This is an optimization exercise on Yosys and OpenROAD, whose aim is small area and a short achievable clock period, not a production implementation. RTL that was checked went through simulation tests only; none was proved equivalent to the original. Function not checked in run 3: the RTL went through the layout flow alone. Power and IR drop assume default switching activity.

`flow/design.v`:
```
package switch_pkg;
    localparam int NUM_PORTS = 4;            
    typedef logic [7:0] byte_t;              
    typedef logic [1:0] port_idx_t;          
    typedef struct packed {
        logic      cyc;                      
        logic      stb;                      
        logic      we;                       
        port_idx_t adr;                      
        byte_t     dat;                      
    } wb_req_t;
    typedef struct packed {
        logic  ack;                          
        byte_t dat;                          
    } wb_rsp_t;
    typedef struct packed {
        logic  eop;
        byte_t data;
    } fifo_entry_t;
    typedef struct packed {
        logic  valid;                        
        logic  last;                         
        byte_t data;
    } port_out_t;
    typedef enum logic {RT_IDLE, RT_PAYLOAD} router_state_e;
    typedef enum logic [1:0] {EG_IDLE, EG_SEND, EG_GAP} egress_state_e;
endpackage
module packet_switch
#(
    parameter int FIFO_DEPTH = 32,
    parameter int MAX_PKT    = 16,
    parameter int GAP_CYCLES = 4
) (
    input  logic                  clk,
    input  logic                  reset_b,
    input  logic                  i_wb_cyc,
    input  logic                  i_wb_stb,
    input  logic                  i_wb_we,
    input  logic [1:0]            i_wb_adr,
    input  logic [7:0]            i_wb_dat,
    output logic                  o_wb_ack,
    output logic [7:0]            o_wb_dat,
    input  logic                  i_valid,
    input  logic [7:0]            i_data,
    output logic                  o_stall,
    output logic [switch_pkg::NUM_PORTS-1:0]  o_port_valid,
    output logic [switch_pkg::NUM_PORTS-1:0]  o_port_last,
    output logic [switch_pkg::NUM_PORTS*8-1:0] o_port_data,
    input  logic [switch_pkg::NUM_PORTS-1:0]  i_read
);
    localparam int NP = switch_pkg::NUM_PORTS;
    localparam int RD = 15;                  
    localparam int GW = $clog2(GAP_CYCLES + 1);
    function automatic logic [RD-1:0] rot(input logic [RD-1:0] x);
        rot = {x[RD-2:0], x[RD-1]};
    endfunction
    function automatic logic [8:0] rd_word(input logic [RD-1:0] sel,
                                           input logic [RD*9-1:0] words);
        rd_word = '0;
        for (int i = 0; i < RD; i++) begin
            rd_word = rd_word | ({9{sel[i]}} & words[9*i +: 9]);
        end
    endfunction
    logic       req;
    logic       ack_q;
    logic [7:0] addr_q [NP];
    logic [7:0] rdat_q;                      
    assign req = i_wb_cyc && i_wb_stb;
    always_ff @(posedge clk or negedge reset_b) begin
        if (!reset_b) ack_q <= 1'b0;
        else          ack_q <= req && !ack_q;
    end
    always_ff @(posedge clk or negedge reset_b) begin
        if (!reset_b) begin
            for (int k = 0; k < NP; k++) addr_q[k] <= 8'(k);
        end else if (ack_q && req && i_wb_we) begin
            addr_q[i_wb_adr] <= i_wb_dat;
        end
    end
    always_ff @(posedge clk) rdat_q <= addr_q[i_wb_adr];
    assign o_wb_ack = ack_q;
    assign o_wb_dat = rdat_q;
    logic          rt_pay_q;                 
    logic          hit_q;
    logic [NP-1:0] tgt_q;                    
    logic          pend_q;                   
    logic [NP-1:0] wr_q;                     
    logic [7:0]    data_q;
    logic          match_hit;
    logic [NP-1:0] match_oh;
    always_comb begin
        match_hit = 1'b0;
        match_oh  = '0;
        for (int k = NP - 1; k >= 0; k--) begin
            if (i_data == addr_q[k]) begin
                match_hit = 1'b1;
                match_oh  = NP'(1) << k;
            end
        end
        if (!match_hit) match_oh = NP'(1);   
    end
    always_ff @(posedge clk or negedge reset_b) begin
        if (!reset_b) begin
            rt_pay_q <= 1'b0;
            hit_q    <= 1'b0;
            tgt_q    <= NP'(1);
            pend_q   <= 1'b0;
            wr_q     <= '0;
        end else begin
            pend_q <= rt_pay_q && i_valid && hit_q;
            wr_q   <= {NP{rt_pay_q && i_valid && hit_q}} & tgt_q;
            if (!rt_pay_q) begin
                if (i_valid) begin
                    rt_pay_q <= 1'b1;
                    hit_q    <= match_hit;
                    tgt_q    <= match_oh;
                end
            end else if (!i_valid) begin
                rt_pay_q <= 1'b0;
            end
        end
    end
    always_ff @(posedge clk) data_q <= i_data;
    logic [8:0] in_word;                     
    assign in_word = {!i_valid, data_q};
    logic [RD*9-1:0] ovf_mem;
    logic [RD-1:0]   ovf_wp_q, ovf_rp_q;
    logic       ovf_empty_q;                 
    logic       ovf_one;                     
    logic [8:0] ovf_head_q;
    logic       ovf_hv_q;                    
    logic       ovf_empty;
    logic [NP-1:0] rfull, valid;
    logic          t_full, t_pop;
    assign t_full = |(rfull & tgt_q);
    assign t_pop  = |(valid & i_read & tgt_q);
    assign ovf_empty = ovf_empty_q;
    assign ovf_one   = |(ovf_wp_q & rot(ovf_rp_q));
    logic ovf_we1, ovf_we0, ovf_re1, ovf_hv1, ovf_hv0, ovf_we, ovf_re;
    assign ovf_we1 = ovf_hv_q && pend_q && !ovf_empty;
    assign ovf_we0 = ovf_hv_q && pend_q;
    assign ovf_re1 = ovf_hv_q && !ovf_empty;
    assign ovf_hv1 = ovf_hv_q && (!ovf_empty || pend_q);
    assign ovf_hv0 = ovf_hv_q || (pend_q && t_full);
    assign ovf_we  = t_pop ? ovf_we1 : ovf_we0;
    assign ovf_re  = t_pop && ovf_re1;
    always_ff @(posedge clk) begin
        for (int i = 0; i < RD; i++) begin
            if (ovf_we && ovf_wp_q[i]) ovf_mem[9*i +: 9] <= in_word;
        end
    end
    always_ff @(posedge clk) begin
        if (t_pop || !ovf_hv_q) ovf_head_q <= ovf_empty ? in_word : rd_word(ovf_rp_q, ovf_mem);
    end
    always_ff @(posedge clk or negedge reset_b) begin
        if (!reset_b) begin
            ovf_wp_q  <= RD'(1);
            ovf_rp_q  <= RD'(1);
            ovf_empty_q <= 1'b1;
            ovf_hv_q  <= 1'b0;
        end else begin
            if (ovf_we) ovf_wp_q <= rot(ovf_wp_q);
            if (ovf_re) ovf_rp_q <= rot(ovf_rp_q);
            ovf_empty_q <= t_pop ? (ovf_empty || (!pend_q && ovf_one))
                                 : (ovf_empty && !(ovf_hv_q && pend_q));
            ovf_hv_q  <= t_pop ? ovf_hv1 : ovf_hv0;
        end
    end
    assign o_stall = ovf_hv_q;
    for (genvar p = 0; p < NP; p++) begin : g_lane
        logic [RD*9-1:0] mem;
        logic [RD-1:0] wp_q, rp_q;
        logic          rempty_q, rfull_q;    
        logic          r_one, r_alm;         
        logic [8:0]    head_q;               
        logic          hv_q;                 
        logic          valid_q;              
        logic [GW-1:0] gap_q;                
        logic          rempty, mig, wr, pop, rwe, rre;
        logic [8:0]    ring_word;
        assign rempty   = rempty_q;
        assign rfull[p] = rfull_q;
        assign r_one    = |(wp_q & rot(rp_q));
        assign r_alm    = |(rot(wp_q) & rp_q);
        assign valid[p] = valid_q;
        assign pop      = valid_q && i_read[p];
        assign mig = tgt_q[p] && ovf_hv_q;   
        assign wr  = wr_q[p];                
        logic rwe1, rwe0, hv1, hv0, val1, val0;
        logic [GW-1:0] gap1, gap0;
        assign rwe1 = mig || (wr && !rempty);
        assign rwe0 = !mig && wr && hv_q && !rfull[p];
        assign rwe  = pop ? rwe1 : rwe0;
        assign rre  = pop && !rempty;
        assign hv1  = !rempty || wr;
        assign hv0  = hv_q || wr;
        assign gap1 = head_q[8] ? GW'(GAP_CYCLES) : '0;    
        assign gap0 = (gap_q != '0) ? gap_q - 1'b1 : gap_q;
        assign val1 = hv1 && !head_q[8];
        assign val0 = hv0 && (gap0 == '0);
        assign ring_word = mig ? ovf_head_q : in_word;
        always_ff @(posedge clk) begin
            for (int i = 0; i < RD; i++) begin
                if (rwe && wp_q[i]) mem[9*i +: 9] <= ring_word;
            end
        end
        always_ff @(posedge clk) begin
            if (pop || !hv_q) head_q <= rempty ? in_word : rd_word(rp_q, mem);
        end
        always_ff @(posedge clk or negedge reset_b) begin
            if (!reset_b) begin
                wp_q    <= RD'(1);
                rp_q    <= RD'(1);
                rempty_q <= 1'b1;
                rfull_q  <= 1'b0;
                hv_q    <= 1'b0;
                valid_q <= 1'b0;
                gap_q   <= '0;
            end else begin
                if (rwe) wp_q <= rot(wp_q);
                if (rre) rp_q <= rot(rp_q);
                rempty_q <= pop ? (rempty || (!rwe1 && r_one))
                                : (rempty && !rwe0);
                rfull_q  <= pop ? (rfull_q && rwe1)
                                : (rfull_q || (rwe0 && r_alm));
                hv_q    <= pop ? hv1  : hv0;
                valid_q <= pop ? val1 : val0;
                gap_q   <= pop ? gap1 : gap0;
            end
        end
        assign o_port_valid[p]       = valid_q;
        assign o_port_last[p]        = head_q[8];
        assign o_port_data[8*p +: 8] = head_q[7:0];
    end
endmodule
```
`flow/run.sh`:
```
#!/bin/bash
# synth_recipe.tcl (not shown) runs the flow's synth.tcl, then flattens the netlist and writes it again
# the make line also repeats each setting of config.mk as NAME=value (left out here)
make -C /OpenROAD-flow-scripts/flow DESIGN_CONFIG=/design/flow/config.mk WORK_HOME=/design/flow/orfs CLKGATE_MAP_FILE= SYNTH_SCRIPT=/design/flow/synth_recipe.tcl finish
```
`flow/config.mk`:
```
export PLATFORM = sky130hd
export DESIGN_NAME = packet_switch
export DESIGN_NICKNAME = packet_switch
export VERILOG_FILES = /design/flow/design.v
export SDC_FILE = /design/flow/constraint.sdc
export NUM_CORES = 4
export LEC_CHECK = 0
export CAP_MARGIN = 20
export CORE_MARGIN = 2
export CORE_UTILIZATION = 55
export CTS_CLUSTER_DIAMETER = 100
export CTS_CLUSTER_SIZE = 25
export PLACE_DENSITY = 0.7
export SETUP_SLACK_MARGIN = 2.3
export SLEW_MARGIN = 20
```
`flow/constraint.sdc`:
```
create_clock -name core_clock -period 4.4 [get_ports {clk}]
set_input_delay 0.8800 -clock core_clock [delete_from_list [all_inputs] [get_ports {clk}]]
set_output_delay 0.8800 -clock core_clock [all_outputs]
set_load 0.01 [all_outputs]
```
==> results.tsv, run 1 <==
stage	metric	value	unit
outcome	status	no timing/DRC/antenna violations	
clock_tree	htreeDepth	2	
placed_design	dp_hpwl	64.0	mm
finish	layout-drive-gt1-share	0.241	
logic_synthesis	synth_cell_types	43	
clock_tree	clock-sinks	960	
logic_synthesis	ys_seq_area_frac	0.745	
floorplan	pin_count	78	
global_routing	grt_pass1_vias	21354	
setup_path	rrSetupSlack	2.31	ns
finish	mostFrequentLayoutCells	edfxtp_1 (720), a22oi_1 (277), dfrtp_1 (196)	
logic_synthesis	ys_warn_count	2	
placed_design	routabilityCongestion	0.970	
placed_design	port_buffers	77	
sta	timing.setup.tns	0	ns
route	wl	99.6	mm
clock_tree	clock-root-buffer	clkbuf_16	
setup_path	crit_buf_inv	1	
logic_synthesis	synth_cells	2258	
setup_path	path_max_fanout	2	
finish	fill_cells	4823	
route	first_iter_violations	3489	
clock_tree	clock_path_buffers	3	
clock_tree	ctsHoldBuffers	0	
sta	hold_violations	0	
power_and_ir_drop	p_per_area	397	mW/mm^2
setup_path	path_class	flop to primary output	
hold_path	hold_class	input port to async pin	
sta	slew_headroom	0.451	
setup_path	cp.arrival	1.29	ns
global_routing	grt_overflow	0	
global_routing	grt_max_degree	100	
power_and_ir_drop	p_leak	14.7	nW
clock_tree	clkSlewWorstSetupHoldPaths	0.09	ns
sta	setup-violations-final	0	
setup_path	slowest_delay	0.49	ns
logic_synthesis	synth_area	0.0370	sq mm
power_and_ir_drop	power	0.0163	W
setup_path	crit_family	flip-flops	
route	ant_nets	0	
power_and_ir_drop	ir_drop	0.326	mV
setup_path	required	3.52	ns
sta	fin_crit	2.17	ns
floorplan	fp.coreArea	0.0669	sq mm
floorplan	die_w	263	um
finish	n_antenna_cell	0	
route	wire_per_inst	30.5	um
clock_tree	clkLatencyLatePin	0.62	ns
logic_synthesis	ys_ff_latch	960	
floorplan	die-area	0.0694	sq mm
sta	fin_crit_sh	0.494	
setup_path	slowest_stage	edfxtp_1	
route	route.detailed.drc	0	
clock_tree	cts_tree	built	
route	drt_first_pass_iters	9	
placed_design	dpl_cell_area	0.0390	sq mm
finish	final_common_cell	edfxtp_1	
finish	nets	2398	
setup_path	critPathCaptureType	primary output	
floorplan	num_rows	95	
global_routing	antenna_found_initial	5	
flow_run	maxCapViolCount	0	
finish	area_growth	11.0	%
sta	rsz0062_at_grt	yes	
setup_path	cp_cell_sequence	buf_2	
finish	post-route-util	0.614	
route	viasPerCell	6.79	
sta	drv_slew	0	
floorplan	die_y	263	um
global_routing	grt_use_total	0.284	
floorplan	start_util	0.553	
sta	maxClockFrequency	460	MHz
sta	fin_skew	0.0241	ns
logic_synthesis	synth.net_count	2298	
sta	worst_pin_slew	0.823	ns
finish	final_area	0.0411	sq mm
clock_tree	cts_made_buffers	44	
route	num_vias	22164	
global_routing	grt_pass1_wl	145	mm
logic_synthesis	postSynthAreaPerCell	16.4	sq um
setup_path	critPathLaunchType	flop	
synthesized netlist by cell type, drive strengths merged:
cell type / count / area (sq um)
a211o: 4 / 35.0
a21bo: 4 / 40.0
a21o: 2 / 15.0
a21oi: 106 / 531
a221oi: 49 / 429
a222oi: 9 / 90.1
a22o: 47 / 412
a22oi: 277 / 2080
a31oi: 4 / 25.0
a32o: 3 / 30.0
and2: 80 / 500
and3: 3 / 23.8
and4: 1 / 8.76
buf: 25 / 163
clkbuf: 97 / 364
dfrtp: 204 / 5100
dfstp: 20 / 526
dfxtp: 16 / 320
edfxtp: 720 / 21600
ha: 12 / 150
inv: 34 / 128
mux2: 218 / 2510
mux4: 8 / 180
nand2: 34 / 128
nand2b: 2 / 20.0
nand3: 63 / 315
nand4: 53 / 332
nor2: 82 / 308
nor3b: 7 / 63.8
nor4: 9 / 62.6
o2111ai: 6 / 52.6
o21ai: 21 / 105
or2: 4 / 25.0
xor2: 34 / 298
layer usage:
metal	share of wire	wire [um]	GRT usage	vias up
li1	-	-	-	9142
met1	0.40	39400	0.424	11276
met2	0.45	45100	0.428	1525
met3	0.12	11900	0.0560	213
met4	0.032	3190	0.0828	8
met5	0.00045	45	0	-
kinds of logic (layout without fill, tap and decap cells):
group                    Yosys count  in the layout  synth area share
flip-flops                       960            960             0.745
AO/OA/AOI/OAI                    532            535             0.104
AND/OR/NAND/NOR                  338            358            0.0483
multiplexers                     226            226            0.0727
buffers and inverters            156            267            0.0177
XOR/XNOR                          34             34           0.00805
adder cells (fa/ha/maj)           12             12           0.00406
worst paths after layout:
check,start,to,cells past startpoint
max reg2reg,tgt_q[0]$_DFFE_PN1P_,ovf_mem[57]$_DFFE_PP_,6
max,g_lane[2].head_q[8]$_DFFE_PP_,o_port_last[2],1
min in group core_clock,g_lane[2].gap_q[0]$_DFF_PN0_,g_lane[2].gap_q[0]$_DFF_PN0_,1
max in group asynchronous,reset_b,g_lane[1].valid_q$_DFF_PN0_,2
min reg2reg,g_lane[2].gap_q[0]$_DFF_PN0_,g_lane[2].gap_q[0]$_DFF_PN0_,1
min,reset_b,g_lane[3].rp_q[3]$_DFFE_PN0P_,1
through the flow:
stage | hold slack [ns] | instances | worst slack [ns]
after floorplan | 0.426 | 2258 | 2.21
after global placement | 0.452 | 3107 | 0.911
after detailed placement | 0.447 | 3107 | 0.862
after CTS | 0.256 | 3227 | 2.19
after global routing | 0.282 | 3265 | 2.19
final | 0.215 | 3265 | 2.23
state kept, by name (all words and copies together) (netlist names), 15 cells and up:
signal,flops
addr_q,32
g_lane.head_q,36
g_lane.mem,540
g_lane.rp_q,60
g_lane.wp_q,60
ovf_mem,135
ovf_rp_q,15
ovf_wp_q,15
timing repair:
action                     4_1_cts  5_1_grt
resized for setup              250       46
buffers inserted                28       23
pin swaps                        6        9
cloned                          12       15
setup endpoints to repair      890      656
power by group:
group          internal (W)  switching [W]
clock               0.00196        0.00270
combinational      0.000580       0.000852
sequential           0.0100       0.000162
total                0.0126        0.00372
cell type report:
| cell class | count | area, sq um | share of cell area |
|---|---|---|---|
| tap | 873 | 1090 | 0.0266 |
| sequential | 960 | 27600 | 0.672 |
| timing repair buffer | 153 | 1330 | 0.0324 |
| inverter | 34 | 131 | 0.00320 |
| multi-input combinational | 1165 | 9650 | 0.235 |
| clock inverter | 2 | 20.0 | 0.000488 |
| clock buffer | 78 | 1250 | 0.0304 |
worst reg2reg max path, delay by kind of cell (launching register included):
family | cells | cell delay [ns]
and+or+nand+nor | 5 | 1.04
DFF | 1 | 0.67
buffers and inverters | 1 | 0.15
==> inputs of run 2 (changes only) <==
--- a/flow/config.mk
+++ b/flow/config.mk
@@ -13,3 +13,3 @@
 export PLACE_DENSITY = 0.7
-export SETUP_SLACK_MARGIN = 2.3
+export SETUP_SLACK_MARGIN = 2.4
 export SLEW_MARGIN = 20
==> results.tsv, run 2 <==
stage	metric	value	unit	change
outcome	status	no timing/DRC/antenna violations		
setup_path	cp_cell_sequence	buf_6 > buf_6 > buf_12 > nand2_8 > nor3b_4 > o21ai_4 > buf_6 > buf_12 > o21ai_4 > buf_12 > mux2_4		
finish	final_cells	3376		+3.4%
floorplan	die_y	263	um	unchanged
logic_synthesis	postSynthAreaPerCell	16.4	sq um	unchanged
logic_synthesis	ys_warn_count	2		unchanged
finish	mostFrequentLayoutCells	edfxtp_1 (720), a22oi_1 (277), dfrtp_1 (188)		
flow_run	maxCapViolCount	0		unchanged
finish	seqCellArea	0.0276	sq mm	about the same
finish	nets	2506		+4.5%
setup_path	critPathCaptureType	flop		
finish	area_growth	15.2	%	
clock_tree	cts_tree	built		
setup_path	path_class	flop to flop		
finish	largest_reg_flops	540		unchanged
logic_synthesis	ys_async_sr_fraction	0.233		unchanged
logic_synthesis	ys_seq_area_frac	0.745		unchanged
floorplan	fp.coreArea	0.0669	sq mm	unchanged
setup_path	slowest_delay	0.44	ns	-0.05 ns
setup_path	cp.arrival	2.72	ns	+1.43 ns
floorplan	pin_count	78		unchanged
route	wire_per_inst	32.1	um	+5.2%
clock_tree	clkLatencyLatePin	0.64	ns	+0.02 ns
finish	final_common_cell	edfxtp_1		
global_routing	grt_overflow	0		unchanged
sta	hold_violations	0		unchanged
global_routing	grt_max_degree	116		+16%
power_and_ir_drop	p_leak	15.5	nW	+5.3%
logic_synthesis	synth_top_area_frac	0.584		unchanged
clock_tree	clock_path_buffers	3		unchanged
placed_design	routabilityCongestion	0.991		+2.2%
logic_synthesis	ys.flop_type	edfxtp_1		
logic_synthesis	yosys.cell_count.top_type	edfxtp_1		
logic_synthesis	ys_ff_latch	960		unchanged
sta	fin_crit	2.22	ns	+0.0425 ns
placed_design	dp_hpwl	64.9	mm	+1.3%
floorplan	die_w	263	um	unchanged
placed_design	dp_cells	3111		+0.13%
power_and_ir_drop	ir_drop	0.274	mV	-16%
logic_synthesis	synth.net_count	2298		unchanged
logic_synthesis	yosys-top-cells-area	edfxtp_1 (58%), dfrtp_1 (14%), mux2_2 (6.2%), a22oi_1 (5.6%), a21oi_1 (1.4%)		
floorplan	start_util	0.553		unchanged
route	wl	108	mm	+8.8%
logic_synthesis	synth_cells	2258		unchanged
sta	timing.setup.tns	0	ns	unchanged
global_routing	grt_use_total	0.299		+0.0151
floorplan	num_rows	95		unchanged
setup_path	slowest_stage	dfrtp_2		
route	ant_nets	0		unchanged
global_routing	grt_pass1_wl	153	mm	+5.3%
clock_tree	cts_made_buffers	44		unchanged
route	drt_first_pass_iters	14		+5
setup_path	critPathLaunchType	flop		
logic_synthesis	synth_area	0.0370	sq mm	unchanged
setup_path	path_max_fanout	7		+5
finish	largestRegisters	g_lane.mem: 540 flops, ovf_mem: 135 flops		
sta	drv_slew	0		unchanged
clock_tree	clock-sinks	960		unchanged
finish	regMostFlops	g_lane.mem		
sta	fin_skew	0.0228	ns	-0.00127 ns
sta	maxClockFrequency	451	MHz	-1.9%
sta	worst_pin_slew	0.967	ns	+0.144 ns
clock_tree	htreeDepth	2		unchanged
logic_synthesis	post-synth-top-area-cell	edfxtp_1		
logic_synthesis	synth_commonest_cells	edfxtp_1 (720), a22oi_1 (277), dfrtp_1 (204), mux2_2 (203), a21oi_1 (106)		
sta	holdWs	0.250	ns	+0.0356 ns
logic_synthesis	synth-edff-count	720		unchanged
sta	rsz0062_at_grt	yes		
sta	slew_headroom	0.355		-0.0958
finish	fill_cells	4652		-3.5%
placed_design	port_buffers	77		unchanged
clock_tree	clkSlewWorstSetupHoldPaths	0.10	ns	about the same
route	num_vias	23558		+6.3%
clock_tree	clock-root-buffer	clkbuf_16		
global_routing	antenna_found_initial	2		-3
setup_path	required	4.91	ns	+1.39 ns
global_routing	grt_pass1_vias	21982		+2.9%
floorplan	die-area	0.0694	sq mm	unchanged
sta	setup-violations-final	0		unchanged
setup_path	crit_buf_inv	6		+5
route	route.detailed.drc	0		unchanged
logic_synthesis	synth_cell_types	43		unchanged
route	viasPerCell	6.98		+2.8%
finish	multi_input_area	0.0105	sq mm	+8.7%
power_and_ir_drop	p_per_area	387	mW/mm^2	-2.4%
setup_path	crit_family	buffers and inverters		
hold_path	hold_class	input port to async pin		
finish	layout-drive-gt1-share	0.281		+0.0406
sta	fin_crit_sh	0.504		+0.00965
route	first_iter_violations	4000		+15%
-- run 2: per-layer routing --
layer	GRT usage	wire, um
met4	0.0934	4160
met5	0	26
met1	0.446	42100
met2	0.448	48900
met3	0.0598	13200
-- run 2: cell families after synthesis --
group	share of synthesized area
compound gates	0.104
fa+ha+maj	0.00406
flops	0.745
buf+inv	0.0177
xor+xnor	0.00805
simple gates	0.0483
mux	0.0727
-- run 2: power by group --
| group | internal [W] | total (W) | leakage, nW | switching [W] |
|---|---|---|---|---|
| clock network | 0.00197 | 0.00474 | 0.611 | 0.00277 |
| logic | 0.000660 | 0.00157 | 5.23 | 0.000908 |
| registers | 0.0100 | 0.0102 | 9.66 | 0.000165 |
| total | 0.0127 | 0.0165 | 15.5 | 0.00384 |
-- run 2: what timing repair did --
action                      CTS  global route
pin swaps                    16            20
buffers inserted             58            17
gates cloned                 57            50
hold endpoints to repair      0             0
resized for setup           356           132
hold buffers                  0             0
setup endpoints to repair  1162          1060
-- run 2: metrics by stage --
stage / util / instance area, sq um / total power [W] / setup slack, ns
global placement: 0.583 / 39000 / 0.0118 / 0.872
finish: 0.637 / 42600 / 0.0165 / 2.18
CTS: 0.622 / 41600 / 0.0164 / 2.18
global route: 0.637 / 42600 / 0.0170 / 2.13
detailed placement: 0.583 / 39000 / 0.0118 / 0.796
floorplan: - / 37500 / 0.0112 / 2.21
-- run 2: worst paths after layout --
check	from	depth (start not counted)	to	slack, ns
max reg2reg	ovf_hv_q$_DFF_PN0_	11	g_lane[3].wp_q[5]$_DFFE_PN0N_	2.18
max	ovf_hv_q$_DFF_PN0_	11	g_lane[3].wp_q[5]$_DFFE_PN0N_	2.18
min reg2reg	g_lane[2].gap_q[0]$_DFF_PN0_	1	g_lane[2].gap_q[0]$_DFF_PN0_	0.47
min in group core_clock	g_lane[2].gap_q[0]$_DFF_PN0_	1	g_lane[2].gap_q[0]$_DFF_PN0_	0.47
min	reset_b	1	g_lane[0].rp_q[4]$_DFFE_PN0P_	0.25
max in group asynchronous	reset_b	2	addr_q[3][1]$_DFFE_PN1P_	3.06
-- run 2: cell type report --
| type | count | area share |
|---|---|---|
| timing repair buffer | 194 | 0.0475 |
| multi-input combinational | 1232 | 0.246 |
| antenna | 1 | 0.0000587 |
| inverter | 34 | 0.00299 |
| clock buffer | 79 | 0.0294 |
| tap | 873 | 0.0256 |
| clock inverter | 3 | 0.000792 |
| sequential | 960 | 0.648 |
==> inputs of run 3 (changes only) <==
--- a/flow/design.v
+++ b/flow/design.v
@@ -53,2 +53,10 @@
     localparam int GW = $clog2(GAP_CYCLES + 1);
+    function automatic logic [3:0] inc15(input logic [3:0] x);
+        if (x == 4'(RD - 1)) inc15 = 4'd0;
+        else                 inc15 = x + 4'd1;
+    endfunction
+    function automatic logic [RD-1:0] dec15(input logic [3:0] x);
+        dec15 = '0;
+        for (int i = 0; i < RD; i++) dec15[i] = (x == 4'(i));
+    endfunction
     function automatic logic [RD-1:0] rot(input logic [RD-1:0] x);
@@ -126,3 +134,4 @@
     logic [RD*9-1:0] ovf_mem;
-    logic [RD-1:0]   ovf_wp_q, ovf_rp_q;
+    logic [3:0]      ovf_wp_q;
+    logic [RD-1:0]   ovf_wsel, ovf_rp_q;
     logic       ovf_empty_q;                 
@@ -137,3 +146,4 @@
     assign ovf_empty = ovf_empty_q;
-    assign ovf_one   = |(ovf_wp_q & rot(ovf_rp_q));
+    assign ovf_wsel  = dec15(ovf_wp_q);
+    assign ovf_one   = |(ovf_wsel & rot(ovf_rp_q));
     logic ovf_we1, ovf_we0, ovf_re1, ovf_hv1, ovf_hv0, ovf_we, ovf_re;
@@ -148,3 +158,3 @@
         for (int i = 0; i < RD; i++) begin
-            if (ovf_we && ovf_wp_q[i]) ovf_mem[9*i +: 9] <= in_word;
+            if (ovf_we && ovf_wsel[i]) ovf_mem[9*i +: 9] <= in_word;
         end
@@ -156,3 +166,3 @@
         if (!reset_b) begin
-            ovf_wp_q  <= RD'(1);
+            ovf_wp_q  <= '0;
             ovf_rp_q  <= RD'(1);
@@ -161,3 +171,3 @@
         end else begin
-            if (ovf_we) ovf_wp_q <= rot(ovf_wp_q);
+            if (ovf_we) ovf_wp_q <= inc15(ovf_wp_q);
             if (ovf_re) ovf_rp_q <= rot(ovf_rp_q);
@@ -171,3 +181,4 @@
         logic [RD*9-1:0] mem;
-        logic [RD-1:0] wp_q, rp_q;
+        logic [3:0]    wp_q;
+        logic [RD-1:0] wsel, rp_q;
         logic          rempty_q, rfull_q;    
@@ -182,4 +193,5 @@
         assign rfull[p] = rfull_q;
-        assign r_one    = |(wp_q & rot(rp_q));
-        assign r_alm    = |(rot(wp_q) & rp_q);
+        assign wsel     = dec15(wp_q);
+        assign r_one    = |(wsel & rot(rp_q));
+        assign r_alm    = |(rot(wsel) & rp_q);
         assign valid[p] = valid_q;
@@ -203,3 +215,3 @@
             for (int i = 0; i < RD; i++) begin
-                if (rwe && wp_q[i]) mem[9*i +: 9] <= ring_word;
+                if (rwe && wsel[i]) mem[9*i +: 9] <= ring_word;
             end
@@ -211,3 +223,3 @@
             if (!reset_b) begin
-                wp_q    <= RD'(1);
+                wp_q    <= '0;
                 rp_q    <= RD'(1);
@@ -219,3 +231,3 @@
             end else begin
-                if (rwe) wp_q <= rot(wp_q);
+                if (rwe) wp_q <= inc15(wp_q);
                 if (rre) rp_q <= rot(rp_q);
--- a/flow/config.mk
+++ b/flow/config.mk
@@ -9,7 +9,4 @@
 export CORE_MARGIN = 2
-export CORE_UTILIZATION = 55
-export CTS_CLUSTER_DIAMETER = 100
-export CTS_CLUSTER_SIZE = 25
-export PLACE_DENSITY = 0.7
-export SETUP_SLACK_MARGIN = 2.4
+export CORE_UTILIZATION = 40
+export SETUP_SLACK_MARGIN = 2.3
 export SLEW_MARGIN = 20
==> results.tsv, run 3 <==
stage	metric	value	unit	change
route	ant_nets	0		unchanged
sta	drv_slew	0		unchanged
route	first_iter_violations	3124		-22%
logic_synthesis	synth-edff-count	720		unchanged
floorplan	fp.coreArea	0.0896	sq mm	+34%
logic_synthesis	ys.flop_type	edfxtp_1		
setup_path	r2r_start	ovf_hv_q$_DFF_PN0_		
power_and_ir_drop	ir_drop	0.327	mV	+19%
logic_synthesis	yosys-top-cells-area	edfxtp_1 (60%), dfrtp_1 (11%), a22oi_1 (4.8%), mux2_2 (4.2%), a21oi_1 (1.7%)		
logic_synthesis	postSynthAreaPerCell	15.4	sq um	-6.3%
route	wl	105	mm	-3.1%
clock_tree	clock-root-buffer	clkbuf_16		
setup_path	path_class	flop to flop		
logic_synthesis	synth_top_area_frac	0.601		+0.0161
floorplan	die_y	304	um	+15%
sta	fin_crit	2.32	ns	+0.108 ns
global_routing	grt_overflow	0		unchanged
logic_synthesis	ys_ff_latch	905		-5.7%
logic_synthesis	post-synth-top-area-cell	edfxtp_1		
logic_synthesis	ys_warn_count	2		unchanged
route	num_vias	23217		-1.4%
clock_tree	clkSlewWorstSetupHoldPaths	0.06	ns	-0.04 ns
placed_design	dp_hpwl	65.5	mm	+1.1%
logic_synthesis	synth_commonest_cells	edfxtp_1 (720), a22oi_1 (231), dfrtp_1 (154), mux2_2 (134), nor2_1 (133)		
finish	nets	2639		+5.3%
finish	n_antenna_cell	0		-1
logic_synthesis	ys_async_sr_fraction	0.187		-0.0466
logic_synthesis	synth_cell_types	79		+84%
floorplan	die_w	304	um	+15%
global_routing	grt_pass1_vias	22556		+2.6%
placed_design	port_buffers	77		unchanged
setup_path	worstRegToRegCells	10		-1
sta	rsz0062_at_grt	yes		
route	wire_per_inst	27.3	um	-15%
hold_path	hold_class	input port to async pin		
sta	setup-violations-final	0		unchanged
setup_path	required	4.76	ns	-0.15 ns
route	drt_first_pass_iters	6		-8
sta	slew_headroom	0.405		+0.0499
setup_path	slowest_delay	0.42	ns	-0.02 ns
placed_design	routabilityCongestion	0.925		-6.7%
route	viasPerCell	6.02		-14%
logic_synthesis	synth.net_count	2385		+3.8%
clock_tree	cts_tree	built		
power_and_ir_drop	p_per_area	513	mW/mm^2	+32%
global_routing	top_usage_layer	met2		
sta	hold_violations	0		unchanged
logic_synthesis	ys_seq_area_frac	0.727		-0.0179
clock_tree	htreeDepth	3		+1
finish	post-route-util	0.498		-0.139
global_routing	use_met3	0.0402		-0.0196
setup_path	cp_common_cell	buf_6		
setup_path	path_max_fanout	6		-1
clock_tree	cts_made_buffers	94		+110%
clock_tree	clock-sinks	905		-5.7%
setup_path	rrSetupSlack	2.08	ns	-0.11 ns
setup_path	reg2reg_to	g_lane[2].mem[5]$_DFFE_PP_		
setup_path	critPathCaptureType	flop		
finish	final_common_cell	edfxtp_1		
sta	maxClockFrequency	430	MHz	-4.6%
global_routing	met1_usage	0.307		-0.139
finish	largest_reg_flops	540		unchanged
sta	worst_pin_slew	0.891	ns	-0.0759 ns
global_routing	antenna_found_initial	3		+1
setup_path	critPathLaunchType	flop		
finish	layout-drive-gt1-share	0.281		about the same
global_routing	grt_use_total	0.220		-0.0791
finish	mostFrequentLayoutCells	edfxtp_1 (720), a22oi_1 (231), mux2_2 (134)		
finish	largestRegisters	g_lane.mem: 540 flops, ovf_mem: 135 flops, g_lane.rp_q: 60 flops		
power_and_ir_drop	p_leak	15.4	nW	-0.70%
setup_path	cp_cell_sequence	buf_12 > and2_4 > o32ai_4 > o2bb2ai_4 > buf_6 > buf_8 > buf_6 > nand2_8 > nor3_4 > buf_6		
finish	regMostFlops	g_lane.mem		
sta	timing.setup.tns	0	ns	unchanged
setup_path	startpoint	ovf_hv_q$_DFF_PN0_		
setup_path	slowest_stage	dfrtp_2		
global_routing	grt_max_degree	88		-24%
logic_synthesis	synth_cells	2345		+3.9%
finish	area_growth	23.9	%	
setup_path	cp.arrival	2.68	ns	-0.04 ns
clock_tree	clock_path_buffers	3		unchanged
logic_synthesis	yosys.cell_count.top_type	edfxtp_1		
floorplan	num_rows	110		+16%
setup_path	crit_path_end	g_lane[2].mem[5]$_DFFE_PP_		
finish	fill_cells	7280		+56%
route	route.detailed.drc	0		unchanged
flow_run	maxCapViolCount	0		unchanged
sta	fin_crit_sh	0.528		+0.0246
global_routing	grt_pass1_wl	152	mm	-0.53%
floorplan	die-area	0.0924	sq mm	+33%
floorplan	start_util	0.402		-0.151
clock_tree	clkLatencyLatePin	0.66	ns	+0.02 ns
clock_tree	ctsHoldBuffers	0		unchanged
outcome	status	no timing/DRC/antenna violations		
sta	fin_skew	0.0255	ns	+0.00261 ns
floorplan	pin_count	78		unchanged
logic_synthesis	synth_area	0.0360	sq mm	-2.7%
global_routing	met2_usage	0.348		-0.0997
==> run 3: critical path: cells and delay by family (launching register included) <==
| family | cells | cell delay (ns) |
|---|---|---|
| buffers and inverters | 5 | 0.66 |
| AO/OA/AOI/OAI | 2 | 0.47 |
| AND/OR/NAND/NOR | 3 | 0.47 |
| flip-flops | 1 | 0.42 |
==> run 3: timing repair <==
| item | in CTS | in global routing |
|---|---|---|
| setup buffers | 124 | 43 |
| pin swaps | 61 | 68 |
| resized for setup | 333 | 84 |
| setup endpoints to repair | 1056 | 629 |
| hold endpoints to repair | 0 | 0 |
| cloned | 10 | 17 |
==> run 3: worst min path at each step <==
| stage | startpoint | slack, ns | depth (start not counted) | end |
|---|---|---|---|---|
| after floorplan | g_lane[3].gap_q[0]$_DFF_PN0_ | 0.43 | 1 | g_lane[3].gap_q[0]$_DFF_PN0_ |
| after detailed placement | g_lane[3].gap_q[0]$_DFF_PN0_ | 0.46 | 1 | g_lane[3].gap_q[0]$_DFF_PN0_ |
| after global placement | ack_q$_DFF_PN0_ | 0.44 | 1 | ack_q$_DFF_PN0_ |
| after global routing | reset_b | 0.31 | 1 | g_lane[1].rp_q[2]$_DFFE_PN0P_ |
| final | reset_b | 0.27 | 1 | g_lane[1].rp_q[2]$_DFFE_PN0P_ |
| after CTS | reset_b | 0.30 | 1 | g_lane[1].rp_q[4]$_DFFE_PN0P_ |
==> run 3: metrics by stage <==
stage	instances	hold WS, ns	area, sq um	total power [W]	setup slack, ns
2_1_floorplan	2345	0.434	36700	0.0130	1.95
3_3_place_gp	3485	0.442	38600	0.0148	0.778
3_5_place_dp	3485	0.459	38600	0.0148	0.735
4_1_cts	3795	0.296	43600	0.0228	2.12
5_1_grt	3855	0.305	44600	0.0237	2.04
6_report	3855	0.268	44600	0.0229	2.08
==> run 3: cell type report <==
cell class	count	area, sq um	area share
inverter	48	180	0.00404
timing repair buffer	293	3380	0.0759
multi-input combinational	1257	10200	0.230
tap	1176	1470	0.0330
sequential	905	26200	0.588
clock inverter	46	510	0.0114
clock buffer	130	2570	0.0576
==> run 3: cells by family after synthesis <==
group                    Yosys count  share of synthesized area
AO/OA/AOI/OAI                    581                      0.117
XOR/XNOR                          34                    0.00827
adder cells (fa/ha/maj)           12                    0.00417
buffers and inverters            195                     0.0230
flip-flops                       905                      0.727
multiplexers                     170                     0.0566
AND/OR/NAND/NOR                  448                     0.0631
==> run 3: report_power, final <==
part           switching, W  internal (W)  total, W
Sequential          0.00109       0.00998    0.0111
Clock               0.00333       0.00458   0.00791
Combinational       0.00230       0.00161   0.00391
==> run 3: metal layers <==
metal | routed length, um | up-vias | share of wire
li1 | - | 9821 | -
met5 | 43 | - | 0.00041
met1 | 42800 | 11897 | 0.41
met3 | 9500 | 221 | 0.090
met4 | 3510 | 6 | 0.033
met2 | 49200 | 1272 | 0.47

-- static timing again, ports no longer ideal --
Ports are ideal in the flow. The routed layouts listed here were re-timed in OpenROAD. Step 1 sets driving cells, clkbuf_16 on the clock port and buf_2 on the other inputs (assumed; they add their load-dependent delay and slew). Step 2, shift: input delay + t, output delay - t, t = (earliest + latest rising clock arrival at the registers) / 2. This alone moves slack from input paths to output paths. a / b / c = no drivers / after step 1 / after step 2; a / b = the first two.
run | shift t [ns] | setup WS [ns] | latest minus earliest clock arrival (ns) | worst data-port slew with drivers (ns) | cell pins on the clock port's net
run 1 | 0.680 | 2.226 / 2.157 / 1.663 | 0.026 / 0.026 | 0.06 | 1
run 2 | 0.688 | 2.183 / 2.131 / 1.687 | 0.025 / 0.024 | 0.06 | 1
run 3 | 0.710 | 2.075 / 2.075 / 1.367 | 0.028 / 0.028 | 0.12 | 1
After both steps setup and hold are still met in every run listed. For run 3, which loses most, drivers alone change the setup slack by 0.000 ns; drivers and shift together by -0.708 ns.
